Context: an optimization exercise on an open-source flow, tuned for small area. The choices shown serve that exercise and are no tape-out recipe. Function was checked by simulation only, so behaviour that the tests miss may differ from the original.

==> inputs of build 92 <==
## fifo_deq_serializer
module fifo_deq_serializer #(
  parameter  int WIDTH = 704,
  parameter  int BEAT  = 32,
  localparam int BEATS = WIDTH / BEAT,
  localparam int IDX_W = (BEATS > 1) ? $clog2(BEATS) : 1
) (
  input  logic             CLK,
  input  logic             RST,
  input  logic [WIDTH-1:0] in_first,
  input  logic             in_first__RDY,
  input  logic             in_deq__RDY,
  output logic             in_deq__ENA,
  output logic [BEAT-1:0]  out_enq_v,
  output logic             out_enq_last,
  input  logic             out_enq__RDY,
  output logic             out_enq__ENA,
  output logic             busy
);
  logic [WIDTH-1:0] data_q;    
  logic             inv_q;
  logic [IDX_W-1:0] idx_q;
  logic             busy_q;
  logic             last_s, enq_ena_s, load_s;
  logic             sel_load, sel_shift, sel_hold;
  assign last_s    = busy_q && (idx_q == IDX_W'(BEATS - 1));
  assign enq_ena_s = busy_q && out_enq__RDY;
  assign load_s    = in_first__RDY && in_deq__RDY && (!busy_q || (enq_ena_s && last_s));
  assign sel_load  = load_s;
  assign sel_shift = !load_s && enq_ena_s;
  assign sel_hold  = !load_s && !enq_ena_s;
  wire [WIDTH-1:0] shifted = {data_q[BEAT-1:0], data_q[WIDTH-1:BEAT]};
  logic [WIDTH-1:0] data_d;
  fds_sel3n #(.W(WIDTH)) u_sel (
    .a(in_first), .sa(sel_load),
    .b(shifted),  .sb(sel_shift),
  ...
==> module fifo_deq_serializer, before the edit <==
module fifo_deq_serializer #(
  parameter  int WIDTH = 704,
  parameter  int BEAT  = 32,
  localparam int BEATS = WIDTH / BEAT,
  localparam int IDX_W = (BEATS > 1) ? $clog2(BEATS) : 1
) (
  input  logic             CLK,
  input  logic             RST,
  input  logic [WIDTH-1:0] in_first,
  input  logic             in_first__RDY,
  input  logic             in_deq__RDY,
  output logic             in_deq__ENA,
  output logic [BEAT-1:0]  out_enq_v,
  output logic             out_enq_last,
  input  logic             out_enq__RDY,
  output logic             out_enq__ENA,
  output logic             busy
);
  logic [WIDTH-1:0] data_q;    
  logic             inv_q;
  logic [IDX_W-1:0] idx_q;
  logic             busy_q;
  logic             last_s, enq_ena_s, load_s;
  logic             sel_load, sel_shift, sel_hold;
  assign last_s    = busy_q && (idx_q == IDX_W'(BEATS - 1));
  assign enq_ena_s = busy_q && out_enq__RDY;
  assign load_s    = in_first__RDY && in_deq__RDY && (!busy_q || (enq_ena_s && last_s));
  assign sel_load  = load_s;
  assign sel_shift = !load_s && enq_ena_s;
  assign sel_hold  = !load_s && !enq_ena_s;
  wire [WIDTH-1:0] shifted = {data_q[BEAT-1:0], data_q[WIDTH-1:BEAT]};
  logic [WIDTH-1:0] data_d;
  fds_sel3n #(.W(WIDTH)) u_sel (
    .a(in_first), .sa(sel_load),
    .b(shifted),  .sb(sel_shift),
    .c(data_q),   .sc(sel_hold),
    .y(data_d)
  );
  always_ff @(posedge CLK) begin
    data_q <= data_d;
    inv_q  <= load_s | ~inv_q;
  end
  always_ff @(posedge CLK) begin
    if (RST) begin
      idx_q  <= {IDX_W{1'b0}};
      busy_q <= 1'b0;
    end else if (load_s) begin
      idx_q  <= {IDX_W{1'b0}};
      busy_q <= 1'b1;
    end else if (enq_ena_s) begin
      if (last_s) begin
        idx_q  <= {IDX_W{1'b0}};
        busy_q <= 1'b0;
      end else begin
        idx_q  <= idx_q + IDX_W'(1);
      end
    end
  end
  assign in_deq__ENA  = load_s;
  assign out_enq__ENA = enq_ena_s;
  assign out_enq_last = last_s;
  assign out_enq_v    = data_q[BEAT-1:0] ^ {BEAT{inv_q}};
  assign busy         = busy_q;
endmodule
==> flow/config.mk <==
export PLATFORM = sky130hd
export DESIGN_NAME = fifo_deq_serializer
export DESIGN_NICKNAME = fifo_deq_serializer
export VERILOG_FILES = /design/flow/design.v
export SDC_FILE = /design/flow/constraint.sdc
export NUM_CORES = 4
export LEC_CHECK = 0
export CAP_MARGIN = 20
export CORE_MARGIN = 2
export CORE_UTILIZATION = 40
export SLEW_MARGIN = 20
export SYNTH_HIERARCHICAL = 1
==> flow/constraint.sdc <==
create_clock -name core_clock -period 5.0 [get_ports {CLK}]
set_input_delay 1.0000 -clock core_clock [delete_from_list [all_inputs] [get_ports {CLK}]]
set_output_delay 1.0000 -clock core_clock [all_outputs]
set_load 0.01 [all_outputs]
run.sh (not shown) runs the stock make flow with config.mk's settings and CLKGATE_MAP_FILE= SYNTH_SCRIPT=/design/flow/synth_recipe.tcl, a recipe that flattens the netlist after the stock synthesis.
==> inputs of trial 72, as changes to build 92 <==
--- a/flow/design.v
+++ b/flow/design.v
@@ -32,7 +32,12 @@
   logic [WIDTH-1:0] data_d;
-  fds_sel3n #(.W(WIDTH)) u_sel (
-    .a(in_first), .sa(sel_load),
-    .b(shifted),  .sb(sel_shift),
-    .c(data_q),   .sc(sel_hold),
-    .y(data_d)
+  fds_sel3n #(.W(WIDTH-BEAT)) u_sel (
+    .a(in_first[WIDTH-BEAT-1:0]), .sa(sel_load),
+    .b(shifted[WIDTH-BEAT-1:0]),  .sb(sel_shift),
+    .c(data_q[WIDTH-BEAT-1:0]),   .sc(sel_hold),
+    .y(data_d[WIDTH-BEAT-1:0])
+  );
+  fds_sel2n #(.W(BEAT)) u_sel_top (
+    .a(in_first[WIDTH-1:WIDTH-BEAT]), .sa(sel_load), .nsa(!sel_load),
+    .c(data_q[WIDTH-1:WIDTH-BEAT]),
+    .y(data_d[WIDTH-1:WIDTH-BEAT])
   );
@@ -77 +82,12 @@
 endmodule
+module fds_sel2n #(
+  parameter int W = 1
+) (
+  input  logic [W-1:0] a,
+  input  logic         sa,
+  input  logic         nsa,
+  input  logic [W-1:0] c,
+  output logic [W-1:0] y
+);
+  assign y = ~((a | {W{nsa}}) & (c | {W{sa}}));
+endmodule
==> flow/flow/run.sh (new file) <==
#!/bin/bash
# The standard layout, with every port buffered by the smallest buffer cell
# (buf_1) instead of the one buffer_ports picks by default.
set -euo pipefail
bash standard.sh "BUFFER_PORTS_ARGS=-buffer_cell sky130_fd_sc_hd__buf_1" finish > orfs_make.log 2>&1
==> flow/standard.sh (new file) <==
#!/bin/bash
# synth_recipe.tcl (not shown) runs the flow's synth.tcl, then flattens the netlist and writes it again
# the make line also repeats each setting of config.mk as NAME=value (left out here)
make -C /OpenROAD-flow-scripts/flow DESIGN_CONFIG=/design/flow/config.mk WORK_HOME=/design/flow/orfs CLKGATE_MAP_FILE= SYNTH_SCRIPT=/design/flow/synth_recipe.tcl "${@:-finish}"
- CAP_MARGIN: 20 -> 10
- CORE_UTILIZATION: 40 -> 50
- CTS_CLUSTER_DIAMETER: unset -> 80
- CTS_CLUSTER_SIZE: unset -> 28
- PLACE_DENSITY: unset -> 0.7
- SLEW_MARGIN: 20 -> 10
removed: flow/run.sh
==> comparison <==
Against trial 72, the clock-buffer cell count of build 92 is higher by 72.
Via count: trial 72 is smaller than build 92 (1.6%).
Of build 92 and trial 72, build 92 has the higher clock skew (gap 0.0063 ns).
Of trial 72 and build 92, trial 72 has the higher worst setup slack (gap 0.30 ns).
Against trial 72, the register-to-register slack of build 92 is lower by 0.17 ns.
Non-clock buffer count: trial 72 is lower than build 92 (7).

-- re-timing with driven ports --
The flow's constraints put no driver on any port. The routed layouts listed below were extracted and timed again, unchanged, in two steps.
Step 1 assumes that a clkbuf_16 drives the clock port and a buf_2 every other input.
Step 2, shift: input delay + t, output delay - t, t = (earliest + latest rising clock arrival at the registers) / 2. This alone moves slack from input paths to output paths.
Slacks: no drivers / after step 1 / after step 2; pairs: no drivers / after step 1.
| run | t, ns | setup slack, ns | hold WS [ns] | worst setup path at the end |
|---|---|---|---|---|
| build 92 | 0.657 | 1.323 / 1.260 / 1.201 | 0.439 / 0.439 / 0.439 | input to register |
| trial 72 | 0.659 | 1.620 / 1.564 / 1.631 | 0.445 / 0.445 / 0.445 | input to register |
After both steps every run listed still meets setup and hold. For build 92, which loses most, drivers alone change the setup slack by -0.063 ns; drivers and shift together by -0.122 ns.
